Context: an optimization exercise on an open-source flow, tuned for small area. The choices shown serve that exercise and are no tape-out recipe. RTL that was checked went through simulation tests only; none was proved equivalent to the original. Only the layout flow was run in run 3; the RTL was not checked for function there. No activity file was given, so power comes from the tool's default toggle rates.

### flow/flow/run.sh
#!/bin/bash
# Layout flow: the standard ORFS flow (standard.sh) with these changes:
#  - ORFS's scripts are copied to ./scripts and its ABC mapping script
#    (abc_speed.script) is replaced by flow/abc.script, an area-oriented
#    mapping; everything else in synthesis (registers, flattening, renaming
#    via synth_recipe.tcl) is unchanged;
#  - port buffers use the smallest buffer cell instead of the default choice;
#  - clock tree synthesis clusters sinks into smaller groups driven by
#    clkbuf_8 cells and inserts no dummy loads.
# make's full output goes to flow_make.log here; ORFS's per-step logs are
# under orfs/logs/.
set -euo pipefail
rm -rf scripts
cp -r "$FLOW_HOME/scripts" scripts
cp flow/abc.script scripts/abc_speed.script
CTS="-sink_clustering_enable -repair_clock_nets -dont_use_dummy_load"
CTS="$CTS -buf_list sky130_fd_sc_hd__clkbuf_8"
CTS="$CTS -sink_clustering_size 20 -sink_clustering_max_diameter 50"
bash standard.sh \
	"SCRIPTS_DIR=$PWD/scripts" \
	"BUFFER_PORTS_ARGS=-buffer_cell sky130_fd_sc_hd__buf_1" \
	"CTS_ARGS=$CTS" \
	finish > flow_make.log 2>&1
### flow/flow/abc.script
strash
&get -n
&fraig -x
&put
dc2
strash
dch -f
amap
### flow/standard.sh
#!/bin/bash
# synth_recipe.tcl (not shown) runs the flow's synth.tcl, then flattens the netlist and writes it again
# the make line also repeats each setting of config.mk as NAME=value (left out here)
make -C /OpenROAD-flow-scripts/flow DESIGN_CONFIG=/design/flow/config.mk WORK_HOME=/design/flow/orfs CLKGATE_MAP_FILE= SYNTH_SCRIPT=/design/flow/synth_recipe.tcl "${@:-finish}"
### flow/config.mk
export PLATFORM = sky130hd
export DESIGN_NAME = ww_top
export DESIGN_NICKNAME = ww_top
export VERILOG_FILES = /design/flow/design.v
export SDC_FILE = /design/flow/constraint.sdc
export NUM_CORES = 4
export LEC_CHECK = 0
export CAP_MARGIN = 20
export CORE_MARGIN = 2
export CORE_UTILIZATION = 60
export SLEW_MARGIN = 20
### flow/constraint.sdc
create_clock -name core_clock -period 9.0 [get_ports {clk}]
set_input_delay 1.8000 -clock core_clock [delete_from_list [all_inputs] [get_ports {clk}]]
set_output_delay 1.8000 -clock core_clock [all_outputs]
set_load 0.01 [all_outputs]
### flow/design.v
package ww_pkg;
	localparam int WORD_W = 16;
	localparam int ADDR_W = 11;
	localparam int MEM_WORDS = 32;
	localparam int FF_WORDS = 5;	 
endpackage
`timescale 1ns/1ps
module ww_storage (
	input logic clk,
	input logic reset,
	input logic [4:0] sel,	 
	input logic we,	 
	input logic [1:0] wd,
	input logic last,	 
	output logic [1:0] rd	 
);
	logic [63:0] heads;
	for (genvar w = 0; w < 5; w++) begin : g_ff
		logic [15:0] q;
		logic v;
		always_ff @(posedge clk) begin
			q <= {(we && sel == 5'(w)) ? wd : q[1:0], q[15:2]};
		end
		always_ff @(posedge clk or negedge reset) begin
			if (!reset) begin
				v <= 1'b0;
			end else if (we && sel == 5'(w) && last) begin
				v <= 1'b1;
			end
		end
		assign heads[2*w +: 2] = q[1:0] & {2{v}};
	end
	for (genvar w = 5; w < 32; w++) begin : g_tg
		logic [15:0] q;
		always_ff @(posedge clk) begin
			q <= {(we && reset && sel == 5'(w)) ? wd : q[1:0], q[15:2]};
		end
		assign heads[2*w +: 2] = q[1:0];
	end
	assign rd = heads[2*sel +: 2];
endmodule
`timescale 1ns/1ps
module ww_top (
	input logic clk,
	input logic reset,
	input logic psel,
	input logic penable,
	input logic pwrite,
	input logic [7:0] paddr,
	input logic [15:0] pwdata,
	output logic [15:0] prdata,
	output logic pready,
	output logic pslverr
);
	localparam logic [2:0] S_IDLE = 3'd0;
	localparam logic [2:0] S_ALIGN = 3'd1;	 
	localparam logic [2:0] S_FETCH = 3'd2;
	localparam logic [2:0] S_EXEC = 3'd3;
	localparam logic [2:0] S_CLEAN = 3'd4;	 
	localparam logic [2:0] S_PAD = 3'd5;	 
	logic [2:0] phi;	 
	logic [2:0] phi_n;
	logic [2:0] state;
	logic [2:0] pad_phi;
	logic running;
	logic alarm;
	logic [10:0] pc;
	logic [10:0] ctrl;	 
	logic [15:0] ir;	 
	logic [15:0] ac;	 
	logic acv;	 
	logic [1:0] ach;	 
	logic started;	 
	logic pinc;	 
	logic acsign;	 
	logic car;
	logic icar;
	logic ones;
	logic [3:0] cnt;	 
	logic fetch;
	logic exec;
	logic last;
	logic first;
	assign phi_n = phi + 3'd1;
	always_ff @(posedge clk) begin
		phi <= phi_n;
	end
	assign running = state != S_IDLE;
	assign fetch = state == S_FETCH;
	assign exec = state == S_EXEC;
	assign first = phi == 3'd0;
	assign last = phi == 3'd7;
	logic access;
	logic is_mem;
	logic is_ctrl;
	logic is_stat;
	logic is_ac;
	logic is_pc;
	logic is_ro;
	logic err;
	logic need_wait;
	logic stream;
	logic start;
	assign access = psel && penable;
	assign is_mem = paddr[7] && (paddr[1:0] == 2'b00);
	assign is_ctrl = paddr == 8'h00;
	assign is_stat = paddr == 8'h04;
	assign is_ac = paddr == 8'h08;
	assign is_pc = paddr == 8'h0C;
	assign is_ro = is_stat || is_ac || is_pc;
	assign err = !(is_mem || is_ctrl || is_ro) ||
		(pwrite && is_ro) ||
		(pwrite && running && (is_ctrl || is_mem));
	assign need_wait = !running && !err && (is_mem || (is_ac && !pwrite));
	assign pready = !need_wait || cnt[3];
	assign pslverr = access && err;
	assign stream = access && need_wait;
	assign start = access && pwrite && !err && is_ctrl;
	always_ff @(posedge clk) begin
		if (access) begin
			cnt <= cnt + {3'b0, !cnt[3]};
		end else begin
			cnt <= '0;
		end
	end
	always_comb begin
		if (paddr[7]) begin
			prdata = ir;
		end else begin
			case (paddr[3:2])
				2'd0: prdata = {5'b0, ctrl & {11{started}}};
				2'd1: prdata = {14'b0, alarm, running};
				2'd2: prdata = ir;
				default: prdata = {5'b0, pc & {11{started}}};
			endcase
		end
	end
	logic [10:0] maddr;
	logic in_range;
	logic [4:0] sel;
	logic [1:0] head;
	logic [1:0] rd;
	logic mem_we;
	logic [1:0] wd;
	logic m_we;
	logic [1:0] m_wd;
	assign maddr = fetch ? pc : ir[10:0];
	assign in_range = !running || (maddr[10:5] == 6'h3f);
	assign sel = running ? maddr[4:0] : paddr[6:2];
	assign rd = in_range ? head : 2'b00;
	assign m_we = exec && !ir[15] && in_range && (ir[4:0] < 5'd5);
	assign m_wd[0] = (ir[11] && phi >= 3'd6) ? rd[0] : ach[0];
	assign m_wd[1] = (ir[11] && phi >= 3'd5) ? rd[1] : ach[1];
	assign mem_we = m_we || (stream && pwrite);
	assign wd = running ? m_wd : pwdata[2*phi +: 2];
	ww_storage u_storage (
		.clk(clk),
		.reset(reset),
		.sel(sel),
		.we(mem_we),
		.wd(wd),
		.last(last),
		.rd(head)
	);
	logic ir_cap;
	logic [1:0] ir_src;
	assign ir_cap = fetch || (stream && !pwrite);
	assign ir_src = (!running && !paddr[7]) ? ach : rd;
	for (genvar d = 0; d < 8; d++) begin : g_ir
		always_ff @(posedge clk) begin
			if (ir_cap && phi == 3'(d)) begin
				ir[2*d +: 2] <= ir_src;
			end
		end
	end
	logic [4:0] opf;
	logic f_exec;
	logic f_jump;
	logic f_go;
	assign opf = {rd, ir[13:11]};
	assign f_exec = (opf[4:2] == 3'b100) || (opf[4:1] == 4'b0100);
	assign f_jump = (opf[4:1] == 4'b0111) && (opf[0] || acsign);
	assign f_go = f_exec || (opf[4:1] == 4'b0111);
	logic norm;
	logic ic;
	logic [1:0] ac_t;
	logic ic_n;
	logic [1:0] b;
	logic [2:0] s;
	logic arith;
	logic is_add;
	logic res15;
	logic ovf;
	logic [1:0] ac_in;
	assign ach = ac[1:0] & {2{acv}};
	assign norm = fetch || (state == S_CLEAN);
	assign ic = first ? pinc : icar;
	assign ac_t[0] = ach[0] ^ ic;
	assign ac_t[1] = ach[1] ^ (ach[0] & ic);
	assign ic_n = ach[1] & ach[0] & ic;
	assign arith = ir[15];
	assign is_add = ir[12];
	assign b = rd ^ {2{ir[11]}};	 
	assign s = {1'b0, ach} + {1'b0, b} + {2'b0, !first && car};
	assign res15 = s[1] ^ (s[2] && ones && s[0]);
	assign ovf = (ach[1] == b[1]) && (res15 != ach[1]);
	always_comb begin
		if (exec && arith) begin
			ac_in = is_add ? s[1:0] : b;
		end else if (norm) begin
			ac_in = ac_t;
		end else begin
			ac_in = ac[1:0];
		end
	end
	always_ff @(posedge clk) begin
		car <= s[2];
		icar <= ic_n;
		ones <= (first || ones) && s[0] && s[1];
	end
	always_ff @(posedge clk) begin
		ac <= {ac_in, ac[15:2]};
	end
	always_ff @(posedge clk or negedge reset) begin
		if (!reset) begin
			acv <= 1'b0;
			pinc <= 1'b0;
			acsign <= 1'b0;
		end else begin
			if (last && exec && arith) begin
				acv <= 1'b1;
			end
			if (last && (norm || exec)) begin
				pinc <= exec && arith && is_add && s[2];
			end
			if (last && exec && arith) begin
				acsign <= is_add ? res15 : b[1];
			end
		end
	end
	always_ff @(posedge clk) begin
		if (start) begin
			pad_phi <= phi_n;
			ctrl <= pwdata[10:0];
		end
		if (start) begin
			pc <= pwdata[10:0];
		end else if (fetch && last) begin
			pc <= f_jump ? ir[10:0] : pc + 11'd1;
		end
	end
	always_ff @(posedge clk or negedge reset) begin
		if (!reset) begin
			state <= S_IDLE;
			alarm <= 1'b0;
			started <= 1'b0;
		end else begin
			case (state)
				S_IDLE: begin
					if (start) begin
						state <= S_ALIGN;
						alarm <= 1'b0;
						started <= 1'b1;
					end
				end
				S_ALIGN: begin
					if (last) begin
						state <= S_FETCH;
					end
				end
				S_FETCH: begin
					if (last) begin
						state <= f_exec ? S_EXEC : (f_go ? S_FETCH : S_PAD);
					end
				end
				S_EXEC: begin
					if (last) begin
						if (arith && is_add && ovf) begin
							alarm <= 1'b1;
							state <= S_CLEAN;
						end else begin
							state <= S_FETCH;
						end
					end
				end
				S_CLEAN: begin
					if (last) begin
						state <= S_PAD;
					end
				end
				default: begin
					if (phi == pad_phi) begin
						state <= S_IDLE;
					end
				end
			endcase
		end
	end
endmodule
==> reports/results.ini, run 1 <==
[critical_path]
rr_startpoint = state[1]
critical_path_peak_fanout = 15
startpoint = state[1]
cp-end-kind = flop
crit_arrival_ns = 7.35
worstPathRequired_ns = 9.40
path_class = reg -> reg
critPathLaunchType = flop

[power_and_ir_drop]
p_switching_mw = 1.382
power_frac_seq = 0.581
power.share.switching = 0.2859
ir_drop_mv = 0.2564
comb_power_share = 0.189
p_int_mw = 3.452
p_leak_nw = 6.449
powerDensity_mw_per_mm2 = 289.6
pwr-share-clk = 0.230

[global_route]
grt_pass1_wl_um = 43450
antenna_found_initial = 0
grt_overflow = 0
grt_max_degree = 33
grt_pass1_vias = 8027
track_usage = 0.2128

[detailed_routing]
drt_iter0_markers = 787
drt_pass1_iterations = 5
drc = 0
wl_um = 28140
drtAntennaViolNets = 0
via_count = 8492
wl_per_cell_um = 17.24
viasPerCell = 5.203

[final_layout]
layout_commonest_cell = dfxtp_1
fillers = 1920
layout-drive-gt1-share = 0.03994
areaGrowthSynthToFinish_pct = 8.035
nets = 1350
layout_common_cells = dfxtp_1 (538), nor2_1 (200), a21oi_1 (89), clkinv_1 (77), o22ai_1 (56)
antennaDiodeCount = 0

[placement]
io_buffers = 46
dp_hpwl_um = 19540
gp_congestion = 0.9425

[sta]
final.min_clock_period_ns = 6.949
hold_violations = 0
drv_slew = 0
fin_crit_sh = 0.7722
setup_viol = 0
tns_ns = 0
max_slew_margin = 0.4116
whs_ns = 0.2752
tightestPinTransition_ns = 0.8826
fin_skew_ns = 0.07749
fmax_mhz = 143.9
rsz0062_at_grt = no

[synth]
synth_area_mm2 = 0.01545
ys_types = 39
synth_top_area_share = 0.6972
synth-edff-count = 41
synth_seq_cells = 592
synthCells = 1206
synth_top_area_cell = dfxtp_1
synth_ff_type = dfxtp_1
ys_seq_area_frac = 0.7979
syn_nets = 1252
synth-async-reset-ratio = 0.02196
synth_area_leaders = dfxtp_1 (70%), edfxtp_1 (8.0%), nor2_1 (4.9%)
synth_warnings = 2
avgSynthCellArea_um2 = 12.81

[run]
drv_cap = 0

[die]
chipWidth_um = 164.5
row_count = 58
pin_count = 47
core_area_mm2 = 0.02525
start_util = 0.6117
die-area_mm2 = 0.02705
fp.dieH_um = 164.5

[clock_network]
cts_buffers = 41
clock_path_buffers = 3
cts_root_buf = clkbuf_8
cts_tree = done
ctsResizeCount = 0
h-tree-depth = 2
path_clk_slew_ns = 0.10
cts_hold_buf = 0
clock_latency_ns = 0.56
cts.sinks = 592
post_cts_buffers = 0

[min_path]
worstHoldPathType = reg -> reg
hold_path_startpoint = u_storage.g_ff[3].q[12]

[status]
status = complete, no violations

[synthesized netlist by cell type, types with 4 or more instances]
cell type and instances:
a211oi_1 4, a21o_1 5, a21oi_1 89, a22oi_1 8, a31oi_1 4, clkinv_1 77, dfrtp_1 13, dfxtp_1 538
edfxtp_1 41, ha_1 15, nand2_1 33, nand3_1 15, nor2_1 200, nor2b_1 6, nor3_1 19, nor4_1 15
o21ai_0 16, o22a_1 11, o22ai_1 56, or2_0 7, or3_1 4
[metrics by stage]
stage	power [mW]	utilization	cell area (µm²)	setup WS, ns	std cells
final	4.833	0.6609	16690	2.051	1632
after global placement	3.754	0.6385	16130	2.039	1591
after CTS	4.866	0.6609	16690	2.060	1632
after global routing	5.063	0.6609	16690	1.250	1632
after floorplan	3.473	-	15450	3.123	1206
after detailed placement	3.768	0.6385	16130	1.859	1591
[layout make-up]
cell class	count	area, µm²	area share
Timing Repair Buffer	55	240.2	0.01439
Sequential cell	592	12330	0.7386
Multi-Input combinational cell	537	2856	0.1712
Clock buffer	41	564.3	0.03381
Tap cell	330	412.9	0.02474
Inverter	77	289.0	0.01732
[critical path, cell delays in order, from the launching register on]
cell and delay [ns]:
dfrtp_1 0.39, clkinv_1 0.08, nand2_1 0.09, nor2_1 0.41
clkinv_1 0.57, o22ai_1 0.61, clkinv_1 0.39, nand2_1 0.50
nor2_1 0.08, nor4_1 0.29, o22ai_1 0.12, o32ai_1 0.52
nand2b_1 0.22, o21ai_0 0.37, clkinv_1 0.15, fa_1 0.52
clkinv_1 0.10, nor3_1 0.28, nor2_1 0.07, a21oi_1 0.22
a21oi_1 0.10, nor4_1 0.28, nor2_1 0.08, nor3_1 0.15
o21ai_0 0.10, o21a_1 0.11
[power by group through the flow]
stage / logic (mW) / clock network, mW / registers, mW
4_1_cts: 0.907 / 1.15 / 2.81
3_3_place_gp: 0.892 / 0 / 2.86
3_5_place_dp: 0.903 / 0 / 2.87
5_1_grt: 1.01 / 1.24 / 2.82
2_1_floorplan: 0.622 / 0 / 2.85
6_report: 0.914 / 1.11 / 2.81
[routing by layer]
| metal | track usage | share of wire | wire length (µm) |
|---|---|---|---|
| met4 | 0.07273 | 0.028 | 799 |
| met3 | 0.03315 | 0.050 | 1396 |
| met2 | 0.3056 | 0.41 | 11580 |
| met5 | 0 | 0 | 0 |
| met1 | 0.3291 | 0.51 | 14360 |
[sequential cells by signal, indices dropped and copies added (netlist names), 3 cells and up]
register and flops:
u_storage.g_tg.q 432, u_storage.g_ff.q 80, ac 16, ir 16
ctrl 11, pc 11, u_storage.g_ff.v 5, cnt 4
pad_phi 3, phi 3, state 3
[logic make-up after synthesis]
family,after synthesis,synth area share
compound gates,217,0.08642
fa+ha+maj,17,0.01474
buf+inv,77,0.01871
flops,592,0.7979
simple gates,303,0.08221
[path summary, 6_finish.rpt]
check                           slack, ns                 endpoint  depth (start not counted)
worst max-delay path                 2.05                 state[1]                         25
worst max register to register       2.05                 state[1]                         25
max in group asynchronous            7.59                 state[2]                          2
worst min-delay path                 0.28  u_storage.g_ff[3].q[10]                          0
worst min register to register       0.28  u_storage.g_ff[3].q[10]                          0
min in group asynchronous            1.16      u_storage.g_ff[1].v                          2
==> run 2, diff against run 1 <==
--- a/flow/config.mk
+++ b/flow/config.mk
@@ -7,5 +7,5 @@
 export LEC_CHECK = 0
 export CAP_MARGIN = 20
 export CORE_MARGIN = 2
-export CORE_UTILIZATION = 60
+export CORE_UTILIZATION = 75
 export SLEW_MARGIN = 20
==> run 2 against run 1 <==
Compared with the run above:
- sequential power barely moved
- hold slack improved by 0.012 ns
- critical path depth up 1
- combinational power is 4.5% higher
- clock skew down 0.030 ns
- clock power is essentially flat
- via count increased by 8.6%
- design area decreased by 0.68%
- synthesized area stayed put
- die area shrank 20%
- routed wire length is 14% higher
- critical path type unchanged
- critical endpoint unchanged
- largest power group unchanged
- highest routed layer is now met5
==> reports/results.ini, run 2 <==
[power_and_ir_drop]
ir_drop_mv = 0.2382
p_leak_nw = 6.427
powerDensity_mw_per_mm2 = 293.0

[synth]
synth_mux_area_frac = 0
synth-async-reset-ratio = 0.02196
synth_adder_area_share = 0.01474
synth_top_area_cell = dfxtp_1
synth-edff-count = 41
synthCells = 1206
synth_area_mm2 = 0.01545
synth_top_area_share = 0.6972
synth_top_family_by_area = compound AO/OA/AOI/OAI gates
synth_compound_area_frac = 0.08642
synth_warnings = 2
syn_nets = 1252
synth_seq_cells = 592
ys_seq_area_frac = 0.7979
synth_xor_area_frac = 0
synthTopCellsByCount = dfxtp_1 (538), nor2_1 (200), a21oi_1 (89)
yosysMostFrequentCell = dfxtp_1
ys_types = 39
avgSynthCellArea_um2 = 12.81
synth_area_leaders = dfxtp_1 (70%), edfxtp_1 (8.0%), nor2_1 (4.9%)
synth_ff_type = dfxtp_1
synthSimpleGateAreaFrac = 0.08221

[final_layout]
layout_commonest_cell = dfxtp_1
fillers = 1016
layout-drive-gt1-share = 0.03772
reg_top3 = u_storage.g_tg.q: 432 flops, u_storage.g_ff.q: 80 flops
final_util = 0.8192
finalInstanceArea_mm2 = 0.01658
largest_reg_flops = 432
nets = 1347
areaGrowthSynthToFinish_pct = 7.297
top_register = u_storage.g_tg.q
layout_common_cells = dfxtp_1 (538), nor2_1 (200), a21oi_1 (89), clkinv_1 (77), o22ai_1 (56)

[clock_network]
ctsResizeCount = 0
cts_hold_buf = 0
cts_root_buf = clkbuf_8
h-tree-depth = 2
path_clk_slew_ns = 0.10
clock_latency_ns = 0.57
clock_path_buffers = 3
cts_tree = done
cts.sinks = 592
cts_buffers = 38
post_cts_buffers = 0

[die]
chipWidth_um = 147.5
row_count = 52
start_util = 0.7635
fp.dieH_um = 147.5
core_area_mm2 = 0.02023
pin_count = 47
die-area_mm2 = 0.02176

[critical_path]
slowest_delay_ns = 0.63
cp_top_family = simple AND/OR/NAND/NOR gates
path_class = reg -> reg
worstPathRequired_ns = 9.43
cp_slowest_cell = clkinv_1
critical_path_peak_fanout = 15
critPathLaunchType = flop
cp-end-kind = flop
critPathMostFrequentCell = nor2_1
path_buf_inv = 5
crit_arrival_ns = 7.77

[detailed_routing]
wl_per_cell_um = 20.46
wl_um = 32120
drt_pass1_iterations = 7
drt_iter0_markers = 1098
viasPerCell = 5.872
drtAntennaViolNets = 0
drc = 0
via_count = 9219

[placement]
pre_cts_ws_ns = 1.845
dp_hpwl_um = 22670
gp_congestion = 0.9213
dpl_cell_area_mm2 = 0.01605
io_buffers = 46

[sta]
setup_viol = 0
layout_setup_ws_ns = 1.665
max_slew_margin = 0.5014
fin_skew_ns = 0.04717
whs_ns = 0.2874
fin_crit_sh = 0.8150
drv_slew = 0
fmax_mhz = 136.3
tightestPinTransition_ns = 0.7479
tns_ns = 0
hold_violations = 0
final.min_clock_period_ns = 7.335
rsz0062_at_grt = no

[global_route]
grt_pass1_vias = 9058
antenna_found_initial = 2
grt_max_degree = 33
grt_overflow = 0
track_usage = 0.2982
grt_pass1_wl_um = 49270

[min_path]
worstHoldPathType = reg -> reg

[run]
drv_cap = 0

[status]
status = complete, no violations

[run 2: cells by family (layout without fill, tap and decap cells)]
family	after synthesis	count (layout)
fa+ha+maj	17	17
buf+inv	77	170
simple gates	303	303
flops	592	592
compound gates	217	217
other cells	0	1
[run 2: layout make-up]
cell class | instances | area (µm²) | area share
multi-input combinational | 537 | 2856 | 0.1723
clock buffer | 38 | 523.0 | 0.03155
tap | 270 | 337.8 | 0.02038
inverter | 77 | 289.0 | 0.01744
sequential | 592 | 12330 | 0.7437
antenna | 1 | 2.502 | 0.0001510
timing repair buffer | 55 | 240.2 | 0.01449
[run 2: path summary, 6_finish.rpt]
kind	slack (ns)	from	depth (start not counted)	endpoint
hold / removal	0.29	u_storage.g_ff[2].q[7]	0	u_storage.g_ff[2].q[5]
setup / recovery	1.67	state[1]	26	state[1]
hold reg to reg	0.29	u_storage.g_ff[2].q[7]	0	u_storage.g_ff[2].q[5]
max in group asynchronous	7.62	reset	2	started
min in group asynchronous	1.16	reset	2	u_storage.g_ff[2].v
setup reg to reg	1.67	state[1]	26	state[1]
[run 2: power by group]
group	total (mW)	switching (mW)	internal [mW]
clock network	1.09	0.707	0.383
registers	2.81	0.0491	2.76
logic	0.955	0.675	0.280
total	4.86	1.43	3.43
[run 2: routing by layer]
metal  track usage  vias to the layer above  routed length [µm]  share of wire
li1              -                     4225                   -              -
met1        0.4147                     4321               13570           0.42
met2        0.4707                      527               14440           0.45
met3       0.05309                      144                2600          0.081
met4        0.1264                        2                1492          0.046
met5             0                        -                  13        0.00040
[run 2: per-stage QoR]
stage	std cells	total power [mW]
after CTS	1569	4.832
after detailed placement	1531	3.787
after global routing	1569	5.035
after floorplan	1206	3.473
final	1570	4.857
after global placement	1531	3.749
==> run 3, diff against run 2 <==
--- a/flow/design.v
+++ b/flow/design.v
@@ -12,14 +12,19 @@
 	input logic we,	 
 	input logic [1:0] wd,
 	input logic last,	 
+	input logic pol,	 
 	output logic [1:0] rd	 
 );
 	logic [63:0] heads;
+	logic [4:0] valid;
+	logic [1:0] wdp;
+	logic rd_ok;
+	assign wdp = wd ^ {2{pol}};
 	for (genvar w = 0; w < 5; w++) begin : g_ff
 		logic [15:0] q;
 		logic v;
 		always_ff @(posedge clk) begin
-			q <= {(we && sel == 5'(w)) ? wd : q[1:0], q[15:2]};
+			q <= {~((we && sel == 5'(w)) ? wdp : q[1:0]), q[15:2]};
 		end
 		always_ff @(posedge clk or negedge reset) begin
 			if (!reset) begin
@@ -28,16 +33,18 @@
 				v <= 1'b1;
 			end
 		end
-		assign heads[2*w +: 2] = q[1:0] & {2{v}};
+		assign heads[2*w +: 2] = q[1:0];
+		assign valid[w] = v;
 	end
 	for (genvar w = 5; w < 32; w++) begin : g_tg
 		logic [15:0] q;
 		always_ff @(posedge clk) begin
-			q <= {(we && reset && sel == 5'(w)) ? wd : q[1:0], q[15:2]};
+			q <= {~((we && reset && sel == 5'(w)) ? wdp : q[1:0]), q[15:2]};
 		end
 		assign heads[2*w +: 2] = q[1:0];
 	end
-	assign rd = heads[2*sel +: 2];
+	assign rd_ok = (sel >= 5'd5) || valid[sel[2:0]];
+	assign rd = (heads[2*sel +: 2] ^ {2{pol}}) & {2{rd_ok}};
 endmodule
 `timescale 1ns/1ps
 module ww_top (
@@ -58,8 +65,8 @@
 	localparam logic [2:0] S_EXEC = 3'd3;
 	localparam logic [2:0] S_CLEAN = 3'd4;	 
 	localparam logic [2:0] S_PAD = 3'd5;	 
-	logic [2:0] phi;	 
-	logic [2:0] phi_n;
+	logic [3:0] phi;	 
+	logic [3:0] phi_n;
 	logic [2:0] state;
 	logic [2:0] pad_phi;
 	logic running;
@@ -81,15 +88,15 @@
 	logic exec;
 	logic last;
 	logic first;
-	assign phi_n = phi + 3'd1;
+	assign phi_n = phi + 4'd1;
 	always_ff @(posedge clk) begin
 		phi <= phi_n;
 	end
 	assign running = state != S_IDLE;
 	assign fetch = state == S_FETCH;
 	assign exec = state == S_EXEC;
-	assign first = phi == 3'd0;
-	assign last = phi == 3'd7;
+	assign first = phi[2:0] == 3'd0;
+	assign last = phi[2:0] == 3'd7;
 	logic access;
 	logic is_mem;
 	logic is_ctrl;
@@ -149,10 +156,10 @@
 	assign sel = running ? maddr[4:0] : paddr[6:2];
 	assign rd = in_range ? head : 2'b00;
 	assign m_we = exec && !ir[15] && in_range && (ir[4:0] < 5'd5);
-	assign m_wd[0] = (ir[11] && phi >= 3'd6) ? rd[0] : ach[0];
-	assign m_wd[1] = (ir[11] && phi >= 3'd5) ? rd[1] : ach[1];
+	assign m_wd[0] = (ir[11] && phi[2:0] >= 3'd6) ? rd[0] : ach[0];
+	assign m_wd[1] = (ir[11] && phi[2:0] >= 3'd5) ? rd[1] : ach[1];
 	assign mem_we = m_we || (stream && pwrite);
-	assign wd = running ? m_wd : pwdata[2*phi +: 2];
+	assign wd = running ? m_wd : pwdata[2*phi[2:0] +: 2];
 	ww_storage u_storage (
 		.clk(clk),
 		.reset(reset),
@@ -160,6 +167,7 @@
 		.we(mem_we),
 		.wd(wd),
 		.last(last),
+		.pol(phi[3]),
 		.rd(head)
 	);
 	logic ir_cap;
@@ -168,7 +176,7 @@
 	assign ir_src = (!running && !paddr[7]) ? ach : rd;
 	for (genvar d = 0; d < 8; d++) begin : g_ir
 		always_ff @(posedge clk) begin
-			if (ir_cap && phi == 3'(d)) begin
+			if (ir_cap && phi[2:0] == 3'(d)) begin
 				ir[2*d +: 2] <= ir_src;
 			end
 		end
@@ -192,7 +200,7 @@
 	logic res15;
 	logic ovf;
 	logic [1:0] ac_in;
-	assign ach = ac[1:0] & {2{acv}};
+	assign ach = (ac[1:0] ^ {2{phi[3]}}) & {2{acv}};
 	assign norm = fetch || (state == S_CLEAN);
 	assign ic = first ? pinc : icar;
 	assign ac_t[0] = ach[0] ^ ic;
@@ -210,7 +218,7 @@
 		end else if (norm) begin
 			ac_in = ac_t;
 		end else begin
-			ac_in = ac[1:0];
+			ac_in = ac[1:0] ^ {2{phi[3]}};
 		end
 	end
 	always_ff @(posedge clk) begin
@@ -219,7 +227,7 @@
 		ones <= (first || ones) && s[0] && s[1];
 	end
 	always_ff @(posedge clk) begin
-		ac <= {ac_in, ac[15:2]};
+		ac <= {~(ac_in ^ {2{phi[3]}}), ac[15:2]};	 
 	end
 	always_ff @(posedge clk or negedge reset) begin
 		if (!reset) begin
@@ -240,7 +248,7 @@
 	end
 	always_ff @(posedge clk) begin
 		if (start) begin
-			pad_phi <= phi_n;
+			pad_phi <= phi_n[2:0];
 			ctrl <= pwdata[10:0];
 		end
 		if (start) begin
@@ -289,7 +297,7 @@
 					end
 				end
 				default: begin
-					if (phi == pad_phi) begin
+					if (phi[2:0] == pad_phi) begin
 						state <= S_IDLE;
 					end
 				end
--- a/flow/config.mk
+++ b/flow/config.mk
@@ -7,5 +7,5 @@
 export LEC_CHECK = 0
 export CAP_MARGIN = 20
 export CORE_MARGIN = 2
-export CORE_UTILIZATION = 75
+export CORE_UTILIZATION = 40
 export SLEW_MARGIN = 20
==> run 3 against run 2 <==
Compared with the run above:
- routed wire length decreased by 14%
- non-clock buffer count increased by 3
- register-to-register slack improved by 0.41 ns
- total power increased by 1.0%
- critical path depth unchanged
- worst setup slack improved by 0.41 ns
- critical path type unchanged
==> reports/results.ini, run 3 <==
[synth]
synth_seq_cells = 593
synth_mux_area_frac = 0
synth_xor_area_frac = 0.0005673
yosysMostFrequentCell = dfxtp_1
synth_area_leaders = dfxtp_1 (70%), edfxtp_1 (8.0%), o22ai_1 (4.8%)
synth_adder_area_share = 0.01475
ys_types = 36
synthTopCellsByCount = dfxtp_1 (539), o22ai_1 (119), nor2_1 (112)
synth-edff-count = 41
syn_nets = 1210
synth_top_area_cell = dfxtp_1
ys_seq_area_frac = 0.7997
synthCells = 1164
synth_ff_type = dfxtp_1
synth_top_family_by_area = compound AO/OA/AOI/OAI gates
synthSimpleGateAreaFrac = 0.06419
synth_area_mm2 = 0.01544
synth_top_area_share = 0.6989
synth-async-reset-ratio = 0.02192
synth_warnings = 2
synth_compound_area_frac = 0.09669
avgSynthCellArea_um2 = 13.26

[placement]
gp_congestion = 0.8747
pre_cts_ws_ns = 1.995
dp_hpwl_um = 18980
io_buffers = 46
dp_cells = 1732

[sta]
hold_violations = 0
fin_skew_ns = 0.09978
rsz0062_at_grt = no
setup_viol = 0
tns_ns = 0
fmax_mhz = 144.4
max_slew_margin = 0.3050
final.min_clock_period_ns = 6.925
drv_slew = 0
layout_setup_ws_ns = 2.075
tightestPinTransition_ns = 1.040
fin_crit_sh = 0.7695

[critical_path]
cp_slowest_cell = or2_0
critical_path_peak_fanout = 14
slowest_delay_ns = 0.69
cp-end-kind = flop
path_class = reg -> reg
critPathLaunchType = flop
crit_arrival_ns = 7.36
worstPathRequired_ns = 9.44
critPathMostFrequentCell = nor2_1

[detailed_routing]
via_count = 8565
drtAntennaViolNets = 0
drt_pass1_iterations = 5
wl_per_cell_um = 15.61
viasPerCell = 4.823
wl_um = 27720
drt_iter0_markers = 506
drc = 0

[final_layout]
layout-drive-gt1-share = 0.04664
layout_commonest_cell = dfxtp_1
top_register = u_storage.g_tg.q
antennaDiodeCount = 0
fin_cells = 1776
nets = 1313
layout_common_cells = dfxtp_1 (539), o22ai_1 (119), nor2_1 (112), clkinv_1 (99), buf_1 (46)
areaGrowthSynthToFinish_pct = 9.822
reg_top3 = u_storage.g_tg.q: 432 flops, u_storage.g_ff.q: 80 flops
largest_reg_flops = 432

[global_route]
track_usage = 0.1371
use_met1 = 0.1936
antenna_found_initial = 0
grt_use_met2 = 0.2066
grt-busiest-layer = met2
grt_max_degree = 33
grt_overflow = 0
grt_pass1_wl_um = 43670
grt_use_met3 = 0.02597
grt_pass1_vias = 8200

[clock_network]
cts_root_buf = clkbuf_8
cts.sinks = 593
clock_latency_ns = 0.61
h-tree-depth = 2
post_cts_buffers = 0
cts_tree = done
cts_buffers = 43
cts_hold_buf = 0
ctsResizeCount = 0
path_clk_slew_ns = 0.09
clock_path_buffers = 3

[power_and_ir_drop]
ir_drop_mv = 0.1676
powerDensity_mw_per_mm2 = 289.3
p_leak_nw = 6.293

[die]
chipWidth_um = 200.5
die-area_mm2 = 0.04018
row_count = 71
start_util = 0.4080
pin_count = 47
fp.dieH_um = 200.5
core_area_mm2 = 0.03784

[run]
drv_cap = 0

[status]
status = complete, no violations

[min_path]
worstHoldPathType = reg -> reg

## run 3: cell count changes after synthesis, moves of 9 or more
cell      delta
o22ai_1     +63
o21ai_0     +14
o22a_1      -11
nand3_1      -9
nor2_1      -88
nor3_1      +24
a21oi_1     -73
clkinv_1    +22
## run 3: worst paths after layout
kind,to,slack [ns],cells past startpoint,startpoint
worst max-delay path,state[2],2.07,26,state[1]
worst min-delay path,u_storage.g_ff[3].q[12],0.28,0,u_storage.g_ff[3].q[14]
worst max register to register,state[2],2.07,26,state[1]
worst min register to register,u_storage.g_ff[3].q[12],0.28,0,u_storage.g_ff[3].q[14]
max in group asynchronous,alarm,7.59,2,reset
min in group asynchronous,pinc,1.19,2,reset
## run 3: kinds of logic (layout without fill, tap and decap cells)
| family | count (synthesis) | after routing |
|---|---|---|
| DFF | 593 | 593 |
| and+or+nand+nor | 225 | 225 |
| AOI/OAI and AO/OA | 229 | 229 |
| xor gates and xnor gates | 1 | 1 |
| adders and majority gates | 17 | 17 |
| buffers and inverters | 99 | 200 |
## run 3: metrics by stage
stage                     hold WS (ns)  cell area, µm²  utilization  total power, mW
after floorplan                 0.3096           15440            -            3.473
final                           0.2781           16960       0.4480            4.906
after CTS                       0.2817           16950       0.4479            4.953
after global routing            0.2837           16960       0.4480            5.154
after global placement          0.3096           16350       0.4321            3.764
after detailed placement        0.3121           16360       0.4323            3.794
## run 3: cell type report
type | count | area [µm²]
Sequential cell | 593 | 12350
Multi-Input combinational cell | 472 | 2745
Inverter | 99 | 371.6
Clock buffer | 43 | 591.8
Timing Repair Buffer | 58 | 260.3
Fill cell | 3504 | 20890
Tap cell | 511 | 639.4
## run 3: critical path: cells and delay by family (launching register included)
kind / cells / cell delay (ns)
xor gates and xnor gates: 1 / 0.29
and+or+nand+nor: 10 / 2.36
adders and majority gates: 2 / 0.89
buffers and inverters: 5 / 1.16
DFF: 1 / 0.43
AOI/OAI and AO/OA: 8 / 1.66
## run 3: power by group
group	internal [mW]	switching [mW]
Sequential	2.76	0.0425
Combinational	0.281	0.658
Clock	0.430	0.731
Total	3.47	1.43
## run 3: routing by layer
metal	wire length, µm	vias up	share of wire
met3	1374	70	0.050
met5	0	-	0
met1	13560	4068	0.49
met2	11880	210	0.43
met4	910	0	0.033
li1	-	4217	-
==> run 4, diff against run 3 <==
--- a/flow/design.v
+++ b/flow/design.v
@@ -12,19 +12,16 @@
 	input logic we,	 
 	input logic [1:0] wd,
 	input logic last,	 
-	input logic pol,	 
 	output logic [1:0] rd	 
 );
 	logic [63:0] heads;
 	logic [4:0] valid;
-	logic [1:0] wdp;
 	logic rd_ok;
-	assign wdp = wd ^ {2{pol}};
 	for (genvar w = 0; w < 5; w++) begin : g_ff
 		logic [15:0] q;
 		logic v;
 		always_ff @(posedge clk) begin
-			q <= {~((we && sel == 5'(w)) ? wdp : q[1:0]), q[15:2]};
+			q <= {(we && sel == 5'(w)) ? wd : q[1:0], q[15:2]};
 		end
 		always_ff @(posedge clk or negedge reset) begin
 			if (!reset) begin
@@ -39,12 +36,12 @@
 	for (genvar w = 5; w < 32; w++) begin : g_tg
 		logic [15:0] q;
 		always_ff @(posedge clk) begin
-			q <= {~((we && reset && sel == 5'(w)) ? wdp : q[1:0]), q[15:2]};
+			q <= {(we && reset && sel == 5'(w)) ? wd : q[1:0], q[15:2]};
 		end
 		assign heads[2*w +: 2] = q[1:0];
 	end
 	assign rd_ok = (sel >= 5'd5) || valid[sel[2:0]];
-	assign rd = (heads[2*sel +: 2] ^ {2{pol}}) & {2{rd_ok}};
+	assign rd = heads[2*sel +: 2] & {2{rd_ok}};
 endmodule
 `timescale 1ns/1ps
 module ww_top (
@@ -65,10 +62,10 @@
 	localparam logic [2:0] S_EXEC = 3'd3;
 	localparam logic [2:0] S_CLEAN = 3'd4;	 
 	localparam logic [2:0] S_PAD = 3'd5;	 
-	logic [3:0] phi;	 
-	logic [3:0] phi_n;
+	logic [2:0] phi;	 
+	logic [2:0] phi_n;
 	logic [2:0] state;
-	logic [2:0] pad_phi;
+	logic [2:0] pad_phi;	 
 	logic running;
 	logic alarm;
 	logic [10:0] pc;
@@ -83,20 +80,20 @@
 	logic car;
 	logic icar;
 	logic ones;
-	logic [3:0] cnt;	 
+	logic busy;	 
 	logic fetch;
 	logic exec;
 	logic last;
 	logic first;
-	assign phi_n = phi + 4'd1;
+	assign phi_n = phi + 3'd1;
 	always_ff @(posedge clk) begin
 		phi <= phi_n;
 	end
 	assign running = state != S_IDLE;
 	assign fetch = state == S_FETCH;
 	assign exec = state == S_EXEC;
-	assign first = phi[2:0] == 3'd0;
-	assign last = phi[2:0] == 3'd7;
+	assign first = phi == 3'd0;
+	assign last = phi == 3'd7;
 	logic access;
 	logic is_mem;
 	logic is_ctrl;
@@ -108,6 +105,8 @@
 	logic need_wait;
 	logic stream;
 	logic start;
+	logic done;
+	logic stop;
 	assign access = psel && penable;
 	assign is_mem = paddr[7] && (paddr[1:0] == 2'b00);
 	assign is_ctrl = paddr == 8'h00;
@@ -118,17 +117,14 @@
 	assign err = !(is_mem || is_ctrl || is_ro) ||
 		(pwrite && is_ro) ||
 		(pwrite && running && (is_ctrl || is_mem));
-	assign need_wait = !running && !err && (is_mem || (is_ac && !pwrite));
-	assign pready = !need_wait || cnt[3];
+	assign need_wait = !running && !err && (is_mem || (is_ac && !pwrite) || (is_ctrl && pwrite));
+	assign done = busy && (phi == pad_phi);
+	assign pready = !need_wait || done;
 	assign pslverr = access && err;
 	assign stream = access && need_wait;
-	assign start = access && pwrite && !err && is_ctrl;
+	assign start = stream && pwrite && is_ctrl && done;
 	always_ff @(posedge clk) begin
-		if (access) begin
-			cnt <= cnt + {3'b0, !cnt[3]};
-		end else begin
-			cnt <= '0;
-		end
+		busy <= access;
 	end
 	always_comb begin
 		if (paddr[7]) begin
@@ -156,10 +152,10 @@
 	assign sel = running ? maddr[4:0] : paddr[6:2];
 	assign rd = in_range ? head : 2'b00;
 	assign m_we = exec && !ir[15] && in_range && (ir[4:0] < 5'd5);
-	assign m_wd[0] = (ir[11] && phi[2:0] >= 3'd6) ? rd[0] : ach[0];
-	assign m_wd[1] = (ir[11] && phi[2:0] >= 3'd5) ? rd[1] : ach[1];
-	assign mem_we = m_we || (stream && pwrite);
-	assign wd = running ? m_wd : pwdata[2*phi[2:0] +: 2];
+	assign m_wd[0] = (ir[11] && phi >= 3'd6) ? rd[0] : ach[0];
+	assign m_wd[1] = (ir[11] && phi >= 3'd5) ? rd[1] : ach[1];
+	assign mem_we = m_we || (stream && pwrite && paddr[7]);
+	assign wd = running ? m_wd : pwdata[2*phi +: 2];
 	ww_storage u_storage (
 		.clk(clk),
 		.reset(reset),
@@ -167,16 +163,15 @@
 		.we(mem_we),
 		.wd(wd),
 		.last(last),
-		.pol(phi[3]),
 		.rd(head)
 	);
 	logic ir_cap;
 	logic [1:0] ir_src;
-	assign ir_cap = fetch || (stream && !pwrite);
-	assign ir_src = (!running && !paddr[7]) ? ach : rd;
+	assign ir_cap = fetch || (stream && !(pwrite && paddr[7]));
+	assign ir_src = (running || paddr[7]) ? rd : (pwrite ? wd : ach);
 	for (genvar d = 0; d < 8; d++) begin : g_ir
 		always_ff @(posedge clk) begin
-			if (ir_cap && phi[2:0] == 3'(d)) begin
+			if (ir_cap && phi == 3'(d)) begin
 				ir[2*d +: 2] <= ir_src;
 			end
 		end
@@ -200,7 +195,7 @@
 	logic res15;
 	logic ovf;
 	logic [1:0] ac_in;
-	assign ach = (ac[1:0] ^ {2{phi[3]}}) & {2{acv}};
+	assign ach = ac[1:0] & {2{acv}};
 	assign norm = fetch || (state == S_CLEAN);
 	assign ic = first ? pinc : icar;
 	assign ac_t[0] = ach[0] ^ ic;
@@ -218,7 +213,7 @@
 		end else if (norm) begin
 			ac_in = ac_t;
 		end else begin
-			ac_in = ac[1:0] ^ {2{phi[3]}};
+			ac_in = ac[1:0];
 		end
 	end
 	always_ff @(posedge clk) begin
@@ -227,7 +222,7 @@
 		ones <= (first || ones) && s[0] && s[1];
 	end
 	always_ff @(posedge clk) begin
-		ac <= {~(ac_in ^ {2{phi[3]}}), ac[15:2]};	 
+		ac <= {ac_in, ac[15:2]};
 	end
 	always_ff @(posedge clk or negedge reset) begin
 		if (!reset) begin
@@ -246,15 +241,16 @@
 			end
 		end
 	end
+	assign stop = (state == S_PAD) && (phi == pad_phi);
 	always_ff @(posedge clk) begin
+		if (start || stop || (!running && !access)) begin
+			pad_phi <= phi_n;
+		end
 		if (start) begin
-			pad_phi <= phi_n[2:0];
 			ctrl <= pwdata[10:0];
 		end
-		if (start) begin
-			pc <= pwdata[10:0];
-		end else if (fetch && last) begin
-			pc <= f_jump ? ir[10:0] : pc + 11'd1;
+		if (start || (fetch && last)) begin
+			pc <= (start || f_jump) ? ir[10:0] : pc + 11'd1;
 		end
 	end
 	always_ff @(posedge clk or negedge reset) begin
@@ -297,7 +293,7 @@
 					end
 				end
 				default: begin
-					if (phi[2:0] == pad_phi) begin
+					if (stop) begin
 						state <= S_IDLE;
 					end
 				end
--- a/flow/config.mk
+++ b/flow/config.mk
@@ -7,5 +7,5 @@
 export LEC_CHECK = 0
 export CAP_MARGIN = 20
 export CORE_MARGIN = 2
-export CORE_UTILIZATION = 40
+export CORE_UTILIZATION = 75
 export SLEW_MARGIN = 20
==> run 4 against run 3 <==
Compared with the run above:
- still clean
- flip-flop and latch count down 4
- design area down 3.5%
- hold slack better by 0.019 ns
- first-iteration DRC count up 69%
==> reports/results.ini, run 4 <==
[sta]
hold_violations = 0
final.min_clock_period_ns = 6.331
tightestPinTransition_ns = 1.009
fmax_mhz = 158.0
drv_slew = 0
fin_skew_ns = 0.06484
fin_crit_sh = 0.7034
setup_viol = 0
rsz0062_at_grt = no
tns_ns = 0
max_slew_margin = 0.3255

[detailed_routing]
wl_um = 29130
drt_iter0_markers = 857
drtAntennaViolNets = 0
drc = 0
viasPerCell = 5.707
drt_pass1_iterations = 5
wl_per_cell_um = 18.99
via_count = 8754

[global_route]
track_usage = 0.2740
grt_max_degree = 33
grt_pass1_vias = 8439
antenna_found_initial = 0
grt_overflow = 0
grt_pass1_wl_um = 45340

[critical_path]
cp-end-kind = flop
startpoint = paddr[3]
critical_path_peak_fanout = 26
worstPathRequired_ns = 9.30
cp_top_family = simple AND/OR/NAND/NOR gates
r2r_cells = 28
cp_slowest_cell = nand2_1
setup.worst_path.end = pc[5]
slowest_delay_ns = 0.76
cp.depth = 18
crit_arrival_ns = 6.63
cp_cell_sequence = buf_1 > clkinv_1 > o22ai_1 > clkinv_1 > nand2_1 > o22ai_1 > nor2_1 > nor2_1 > nor4_1 > o22ai_1 > nor2_1 > clkinv_1 > nand2_1 > nor3_1 > o21a_1 > nor2_1 > clkinv_1 > o32ai_1
path_buf_inv = 5
r2r_end = alarm
path_class = in -> reg
critPathLaunchType = input port
r2r_slack_ns = 2.72
rr_startpoint = state[0]

[synth]
yosysMostFrequentCell = dfxtp_1
synth_mux_area_frac = 0
synth-async-reset-ratio = 0.02207
ys_seq_area_frac = 0.8024
avgSynthCellArea_um2 = 13.01
synth_area_mm2 = 0.01529
synth_xor_area_frac = 0
synth_top_family_by_area = simple AND/OR/NAND/NOR gates
synth_ff_type = dfxtp_1
synth_top_area_share = 0.7005
synth_top_area_cell = dfxtp_1
synthCells = 1175
syn_nets = 1219
synthSimpleGateAreaFrac = 0.08356
synth_area_leaders = dfxtp_1 (70%), edfxtp_1 (8.1%), nor2_1 (2.8%)
synth_compound_area_frac = 0.08339
synth_adder_area_share = 0.01326
synth_seq_cells = 589
synth-edff-count = 41
ys_types = 38
synthTopCellsByCount = dfxtp_1 (535), nor2_1 (116), nand2_1 (88)
synth_warnings = 2

[power_and_ir_drop]
power.share.switching = 0.1916
p_int_mw = 3.023
ir_drop_mv = 0.1943
comb_power_share = 0.007
power_frac_seq = 0.704
powerDensity_mw_per_mm2 = 228.6
pwr-share-clk = 0.289
p_leak_nw = 6.152
p_switching_mw = 0.7167

[clock_network]
clock_latency_ns = 0.57
cts_tree = done
cts_root_buf = clkbuf_8
ctsResizeCount = 0
cts_hold_buf = 0
path_clk_slew_ns = 0.11
cts.sinks = 589
post_cts_buffers = 0
clock_path_buffers = 3
cts_buffers = 38
h-tree-depth = 2

[final_layout]
layout_commonest_cell = dfxtp_1
layout-drive-gt1-share = 0.03481
fin_cells = 1534
areaGrowthSynthToFinish_pct = 7.030
largest_reg_flops = 432
antennaDiodeCount = 0
reg_top3 = u_storage.g_tg.q: 432 flops, u_storage.g_ff.q: 80 flops
nets = 1310
top_register = u_storage.g_tg.q
layout_common_cells = dfxtp_1 (535), nor2_1 (116), nand2_1 (88), o21ai_0 (85), clkinv_1 (71)

[die]
pin_count = 47
fp.dieH_um = 146.8
chipWidth_um = 146.8
core_area_mm2 = 0.02010
start_util = 0.7605
die-area_mm2 = 0.02154
row_count = 52

[status]
status = complete, no violations

[min_path]
worstHoldPathType = reg -> reg

[placement]
gp_congestion = 0.9017
io_buffers = 46
dp_cells = 1496
dp_hpwl_um = 19580

[run]
drv_cap = 0

## run 4: area by class of cell
type | count | area (µm²)
sequential | 589 | 12270
clock buffer | 38 | 523.0
tap | 270 | 337.8
fill | 1031 | 3741
inverter | 71 | 266.5
multi-input combinational | 515 | 2759
timing repair buffer | 51 | 210.2
## run 4: through the flow
step	utilization	hold WS (ns)	power, mW	cell area (µm²)	setup WS (ns)
floorplan	-	0.3096	2.704	15290	3.610
global placement	0.7877	0.3096	2.718	15840	2.719
detailed placement	0.7877	0.3121	2.718	15840	2.453
CTS	0.8137	0.2839	3.762	16360	2.865
global route	0.8139	0.2861	3.858	16360	2.169
finish	0.8139	0.2974	3.740	16360	2.669
## run 4: cells by family after synthesis
group,count (synthesis)
compound gates,210
fa+ha+maj,15
buf+inv,71
flops,589
simple gates,290
## run 4: worst min path at each step
stage                            startpoint                 endpoint  cells past startpoint
finish               u_storage.g_ff[3].q[8]   u_storage.g_ff[3].q[6]                      0
floorplan                             ac[2]                    ac[0]                      0
global route         u_storage.g_ff[3].q[4]   u_storage.g_ff[3].q[2]                      0
CTS                  u_storage.g_ff[3].q[4]   u_storage.g_ff[3].q[2]                      0
detailed placement  u_storage.g_tg[26].q[3]  u_storage.g_tg[26].q[1]                      0
global placement    u_storage.g_tg[14].q[2]  u_storage.g_tg[14].q[0]                      0
## run 4: power by group through the flow
stage          logic [mW]  registers, mW  clock network [mW]
3_5_place_dp       0.0265           2.69                   0
4_1_cts            0.0266           2.63                1.10
3_3_place_gp       0.0258           2.69                   0
6_report           0.0270           2.63                1.08
5_1_grt            0.0296           2.63                1.20
2_1_floorplan      0.0120           2.69                   0
## run 4: layer usage
| layer | vias to the layer above | routed length, µm | GRT usage |
|---|---|---|---|
| met5 | - | 0 | 0 |
| met4 | 0 | 669 | 0.08592 |
| met3 | 63 | 2131 | 0.04627 |
| met2 | 391 | 13470 | 0.4303 |
| met1 | 4173 | 12860 | 0.3989 |
| li1 | 4127 | - | - |
## run 4: worst register-to-register path: cells and delay by family (launching register included)
kind | cells | cell delay [ns]
fa+ha+maj | 2 | 0.63
flops | 1 | 0.43
simple gates | 11 | 1.77
buf+inv | 5 | 0.94
compound gates | 10 | 2.34
==> run 5, diff against run 4 <==
--- a/flow/config.mk
+++ b/flow/config.mk
@@ -7,5 +7,5 @@
 export LEC_CHECK = 0
 export CAP_MARGIN = 20
 export CORE_MARGIN = 2
-export CORE_UTILIZATION = 75
+export CORE_UTILIZATION = 65
 export SLEW_MARGIN = 20
==> run 5 against run 4 <==
Compared with the run above:
- die area rose by 15%
- routed wire length decreased by 9.0%
- synthesized cell count did not move
- first-iteration DRC count down 21%
- maximum frequency shrank 0.24%
- clock power hardly changed
- still clean on timing, DRC and antenna
- core utilization is 11 points lower
- cell count increased by 3.3%
- clock skew up 0.0011 ns
==> reports/results.ini, run 5 <==
[clock_network]
clock_path_buffers = 3
clock_latency_ns = 0.57
cts_tree = done
cts_root_buf = clkbuf_8
post_cts_buffers = 0
path_clk_slew_ns = 0.11
cts.sinks = 589
cts_hold_buf = 0
h-tree-depth = 2
cts_buffers = 38
ctsResizeCount = 0

[power_and_ir_drop]
ir_drop_mv = 0.2065
powerDensity_mw_per_mm2 = 227.4
p_leak_nw = 6.156

[detailed_routing]
drt_iter0_markers = 681
wl_um = 26510
drtAntennaViolNets = 0
viasPerCell = 5.237
wl_per_cell_um = 16.74
via_count = 8295
drc = 0
drt_pass1_iterations = 5

[synth]
ys_types = 38
synth_ff_type = dfxtp_1
avgSynthCellArea_um2 = 13.01
synth_area_mm2 = 0.01529
synthTopCellsByCount = dfxtp_1 (535), nor2_1 (116), nand2_1 (88)
synth-async-reset-ratio = 0.02207
yosysMostFrequentCell = dfxtp_1
synth_warnings = 2
synth-edff-count = 41
synthCells = 1175
synth_top_area_cell = dfxtp_1
synth_area_leaders = dfxtp_1 (70%), edfxtp_1 (8.1%), nor2_1 (2.8%)
ys_seq_area_frac = 0.8024
syn_nets = 1219
synth_seq_cells = 589
synth_top_area_share = 0.7005

[global_route]
grt_overflow = 0
grt_max_degree = 33
grt_pass1_wl_um = 40790
grt_pass1_vias = 7751
track_usage = 0.2167
antenna_found_initial = 1

[critical_path]
path_class = in -> reg
crit_arrival_ns = 6.69
worstPathRequired_ns = 9.34
critical_path_peak_fanout = 25
cp-end-kind = flop
critPathLaunchType = input port

[final_layout]
nets = 1311
antennaDiodeCount = 0
fin_cells = 1584
reg_top3 = u_storage.g_tg.q: 432 flops, u_storage.g_ff.q: 80 flops
top_register = u_storage.g_tg.q
largest_reg_flops = 432
areaGrowthSynthToFinish_pct = 7.480
layout-drive-gt1-share = 0.03557
finalInstanceArea_mm2 = 0.01643
layout_commonest_cell = dfxtp_1
layout_common_cells = dfxtp_1 (535), nor2_1 (116), nand2_1 (88), o21ai_0 (85), clkinv_1 (71)

[placement]
dp_cells = 1546
dpl_cell_area_mm2 = 0.01591
gp_congestion = 0.8820
dp_hpwl_um = 18050
pre_cts_ws_ns = 2.282
io_buffers = 46

[die]
row_count = 56
die-area_mm2 = 0.02476
core_area_mm2 = 0.02326
chipWidth_um = 157.4
start_util = 0.6572
pin_count = 47
fp.dieH_um = 157.4

[sta]
layout_setup_ws_ns = 2.654
fin_skew_ns = 0.06590
setup_viol = 0
fin_crit_sh = 0.7051
final.min_clock_period_ns = 6.346
whs_ns = 0.2718
hold_violations = 0
max_slew_margin = 0.2575
rsz0062_at_grt = no
fmax_mhz = 157.6
drv_slew = 0
tightestPinTransition_ns = 1.110
tns_ns = 0

[status]
status = complete, no violations

[min_path]
worstHoldPathType = reg -> reg

[run]
drv_cap = 0

==> run 5: cell counts after synthesis <==
No cell type changed its count.
==> run 5: final timing paths <==
| path | from | endpoint | slack, ns | depth (start not counted) |
|---|---|---|---|---|
| hold reg to reg | u_storage.g_tg[27].q[4] | u_storage.g_tg[27].q[2] | 0.27 | 0 |
| min in group asynchronous | reset | u_storage.g_ff[1].v | 1.18 | 2 |
| hold / removal | u_storage.g_tg[27].q[4] | u_storage.g_tg[27].q[2] | 0.27 | 0 |
| setup reg to reg | state[1] | pc[5] | 2.77 | 22 |
| setup / recovery | paddr[3] | pc[5] | 2.65 | 18 |
| max in group asynchronous | reset | acsign | 7.56 | 2 |
==> run 5: logic make-up after synthesis <==
family | count (synthesis) | synth area share
AO/OA/AOI/OAI | 210 | 0.08340
flip-flops | 589 | 0.8024
AND/OR/NAND/NOR | 290 | 0.08356
adder cells (fa/ha/maj) | 15 | 0.01326
buffers and inverters | 71 | 0.01743
==> run 5: critical path, stage by stage <==
cell	delay [ns]
buf_1	0.13
clkinv_1	0.13
o22ai_1	0.24
clkinv_1	0.13
nand2_1	0.69
nor2_1	0.09
nor4_1	0.46
nor2_1	0.13
nor4_1	0.41
o22ai_1	0.12
nor2_1	0.26
clkinv_1	0.20
nand2_1	0.13
nor3_1	0.08
o21a_1	0.11
nor2_1	0.68
clkinv_1	0.52
o32ai_1	0.37
==> run 5: power breakdown <==
group	internal (mW)	leakage, nW	switching [mW]	total, mW
logic	0.00898	1.04	0.0180	0.0269
clock network	0.382	0.273	0.695	1.08
registers	2.63	4.84	0.0000443	2.63
total	3.02	6.16	0.713	3.74
==> run 5: metal layers <==
layer | GRT usage | vias to the layer above | part of all wire
met5 | 0 | - | 0.00026
met1 | 0.3101 | 3832 | 0.47
met2 | 0.3331 | 258 | 0.43
met4 | 0.07965 | 2 | 0.034
met3 | 0.03965 | 77 | 0.064
li1 | - | 4126 | -
==> run 5: metrics by stage <==
| stage | utilization | power (mW) |
|---|---|---|
| final | 0.7064 | 3.736 |
| after global routing | 0.7064 | 3.861 |
| after CTS | 0.7062 | 3.767 |
| after detailed placement | 0.6837 | 2.718 |
| after global placement | 0.6837 | 2.718 |
| after floorplan | - | 2.704 |
==> run 5: final cells by class <==
cell class / instances / area, µm²
tap: 319 / 399.1
timing repair buffer: 52 / 217.7
multi-input combinational: 515 / 2759
clock buffer: 38 / 523.0
inverter: 71 / 266.5
fill: 1620 / 6830
sequential: 589 / 12270
==> run 6, diff against run 5 <==
--- a/flow/flow/run.sh
+++ b/flow/flow/run.sh
@@ -15,7 +15,7 @@
 cp flow/abc.script scripts/abc_speed.script
 CTS="-sink_clustering_enable -repair_clock_nets -dont_use_dummy_load"
 CTS="$CTS -buf_list sky130_fd_sc_hd__clkbuf_8"
-CTS="$CTS -sink_clustering_size 20 -sink_clustering_max_diameter 50"
+CTS="$CTS -sink_clustering_size 18 -sink_clustering_max_diameter 45"
 bash standard.sh \
 	"SCRIPTS_DIR=$PWD/scripts" \
 	"BUFFER_PORTS_ARGS=-buffer_cell sky130_fd_sc_hd__buf_1" \
--- a/flow/config.mk
+++ b/flow/config.mk
@@ -7,5 +7,5 @@
 export LEC_CHECK = 0
 export CAP_MARGIN = 20
 export CORE_MARGIN = 2
-export CORE_UTILIZATION = 65
+export CORE_UTILIZATION = 75
 export SLEW_MARGIN = 20
==> run 6 against run 5 <==
Compared with the run above:
- non-clock buffer count shrank 1
- design area shrank 0.25%
- synthesized area is the same
- flip-flop and latch count is the same
- via count grew 5.7%
- hold slack lost 0.0085 ns
- die area shrank 13%
- critical endpoint unchanged
- core utilization grew 11 points
- cell count shrank 3.0%
- routed wire length grew 9.2%
- clock-buffer cell count grew 2
- still clean on timing, DRC and antenna
==> reports/results.ini, run 6 <==
[final_layout]
top_register = u_storage.g_tg.q
areaGrowthSynthToFinish_pct = 7.210
antennaDiodeCount = 0
nets = 1312
layout_commonest_cell = dfxtp_1
layout-drive-gt1-share = 0.03633
largest_reg_flops = 432
layout_common_cells = dfxtp_1 (535), nor2_1 (116), nand2_1 (88), o21ai_0 (85), clkinv_1 (71)
reg_top3 = u_storage.g_tg.q: 432 flops, u_storage.g_ff.q: 80 flops
fin_cells = 1536

[global_route]
antenna_found_initial = 0
track_usage = 0.2680
grt_max_degree = 33
grt_overflow = 0
grt_pass1_wl_um = 44650
grt_pass1_vias = 8551

[power_and_ir_drop]
ir_drop_mv = 0.2172
powerDensity_mw_per_mm2 = 229.8
p_leak_nw = 6.166

[clock_network]
cts_buffers = 40
cts_root_buf = clkbuf_8
cts_hold_buf = 0
h-tree-depth = 2
clock_latency_ns = 0.58
path_clk_slew_ns = 0.11
cts.sinks = 589
ctsResizeCount = 0
clock_path_buffers = 3
cts_tree = done
post_cts_buffers = 0

[die]
die-area_mm2 = 0.02154
row_count = 52
pin_count = 47
core_area_mm2 = 0.02010
start_util = 0.7605
fp.dieH_um = 146.8
chipWidth_um = 146.8

[placement]
dp_hpwl_um = 19580
gp_congestion = 0.9017
io_buffers = 46
dp_cells = 1496
pre_cts_ws_ns = 2.453

[sta]
fin_crit_sh = 0.7208
tns_ns = 0
setup_viol = 0
hold_violations = 0
tightestPinTransition_ns = 1.001
max_slew_margin = 0.3309
rsz0062_at_grt = no
final.min_clock_period_ns = 6.487
layout_setup_ws_ns = 2.513
fmax_mhz = 154.1
drv_slew = 0
fin_skew_ns = 0.1078

[critical_path]
path_buf_inv = 5
cp_cell_sequence = buf_1 > clkinv_1 > o22ai_1 > clkinv_1 > nand2_1 > o22ai_1 > nor2_1 > nor2_1 > nor4_1 > o22ai_1 > nor2_1 > clkinv_1 > nand2_1 > nor3_1 > o21a_1 > nor2_1 > clkinv_1 > o32ai_1
r2r_slack_ns = 2.66
r2r_end = pc[5]
crit_arrival_ns = 6.76
startpoint = paddr[3]
cp-end-kind = flop
setup.worst_path.end = pc[5]
path_class = in -> reg
critPathLaunchType = input port
slowest_delay_ns = 0.72
r2r_cells = 21
critical_path_peak_fanout = 26
rr_startpoint = state[0]
cp.depth = 18
cp_top_family = simple AND/OR/NAND/NOR gates
cp_slowest_cell = nand2_1
worstPathRequired_ns = 9.27

[synth]
ys_seq_area_frac = 0.8024
synthTopCellsByCount = dfxtp_1 (535), nor2_1 (116), nand2_1 (88)
ys_types = 38
synth_warnings = 2
synth-edff-count = 41
synth_top_area_cell = dfxtp_1
synth_top_area_share = 0.7005
avgSynthCellArea_um2 = 13.01
yosysMostFrequentCell = dfxtp_1
synth_ff_type = dfxtp_1
synth_area_mm2 = 0.01529
synthCells = 1175
syn_nets = 1219
synth_seq_cells = 589
synth-async-reset-ratio = 0.02207
synth_area_leaders = dfxtp_1 (70%), edfxtp_1 (8.1%), nor2_1 (2.8%)

[detailed_routing]
met1Wirelength_um = 12680
wl_met3_um = 2375
drt_iter0_markers = 893
drc = 0
drt_pass1_iterations = 7
wl_met2_um = 13010
top_layer_used = met4
via_count = 8766
wl_um = 28940
wl_per_cell_um = 18.84
viasPerCell = 5.707
drtAntennaViolNets = 0

[status]
status = complete, no violations

[run]
drv_cap = 0

[min_path]
worstHoldPathType = reg -> reg

==> run 6: layer usage <==
| metal | vias up | global-route usage |
|---|---|---|
| li1 | 4127 | - |
| met1 | 4139 | 0.3880 |
| met2 | 419 | 0.4169 |
| met3 | 81 | 0.05031 |
| met4 | 0 | 0.08932 |
| met5 | - | 0 |
==> run 6: through the flow <==
stage,util,area [µm²],hold slack (ns),total power [mW]
5_1_grt,0.8153,16390,0.2435,3.873
6_report,0.8153,16390,0.2633,3.767
3_3_place_gp,0.7877,15840,0.3096,2.718
4_1_cts,0.8151,16390,0.2540,3.782
3_5_place_dp,0.7877,15840,0.3121,2.718
2_1_floorplan,-,15290,0.3096,2.704
==> run 6: layout make-up <==
cell class                 count  area, µm²
multi-input combinational    515       2759
fill                        1034       3714
tap                          270      337.8
inverter                      71      266.5
sequential                   589      12270
timing repair buffer          51      210.2
clock buffer                  40      550.5
==> run 6: how the worst min path moves through the flow <==
stage,from,endpoint,cells past startpoint
3_5_place_dp,u_storage.g_tg[26].q[3],u_storage.g_tg[26].q[1],0
2_1_floorplan,ac[2],ac[0],0
6_report,u_storage.g_ff[3].q[8],u_storage.g_ff[3].q[6],0
4_1_cts,u_storage.g_ff[3].q[5],u_storage.g_ff[3].q[3],0
3_3_place_gp,u_storage.g_tg[14].q[2],u_storage.g_tg[14].q[0],0
5_1_grt,u_storage.g_ff[3].q[8],u_storage.g_ff[3].q[6],0
==> run 6: logic make-up (layout without fill, tap and decap cells) <==
group	Yosys count	count (layout)	share of synthesized area
flip-flops	589	589	0.8024
adder cells (fa/ha/maj)	15	15	0.01326
AND/OR/NAND/NOR	290	290	0.08356
AO/OA/AOI/OAI	210	210	0.08340
buffers and inverters	71	162	0.01743
==> run 6: power breakdown <==
part	switching (mW)	internal, mW	leakage [nW]
Combinational	0.0183	0.00902	1.04
Sequential	0.0000505	2.63	4.84
Clock	0.707	0.401	0.288

## re-timing with driven ports
The flow's constraints put no driver on any port. The routed layouts listed below were extracted and timed again, unchanged, in two steps. Step 1 (the two cells are an assumption about what drives the block):
set clk [get_ports {clk}]
set_driving_cell -lib_cell sky130_fd_sc_hd__clkbuf_16 $clk
set_driving_cell -lib_cell sky130_fd_sc_hd__buf_2 [delete_from_list [all_inputs] $clk]
Step 2 times the ports against the registers' clock, not the clock port: input delays grow and output delays shrink by t, the midpoint of the rising clock arrivals with the driver on. Slacks: ideal ports / drivers / drivers and shift; pairs: ideal ports / drivers.
run | t, ns | slack for setup (ns) | worst setup path at the end | latest minus earliest clock arrival (ns) | worst data-port slew with drivers (ns)
run 1 | 0.576 | 2.051 / 2.051 / 1.762 | input to register | 0.078 / 0.077 | 0.06
run 2 | 0.587 | 1.665 / 1.665 / 1.605 | input to register | 0.047 / 0.047 | 0.06
run 3 | 0.611 | 2.075 / 2.075 / 1.945 | input to register | 0.100 / 0.100 | 0.03
run 4 | 0.584 | 2.669 / 2.674 / 2.090 | input to register | 0.066 / 0.066 | 0.05
run 5 | 0.576 | 2.654 / 2.657 / 2.081 | input to register | 0.066 / 0.066 | 0.04
run 6 | 0.575 | 2.513 / 2.516 / 1.941 | input to register | 0.108 / 0.108 | 0.04
After both steps every run listed still meets setup and hold. For run 4, which loses most, drivers alone change the setup slack by +0.005 ns; drivers and shift together by -0.579 ns.
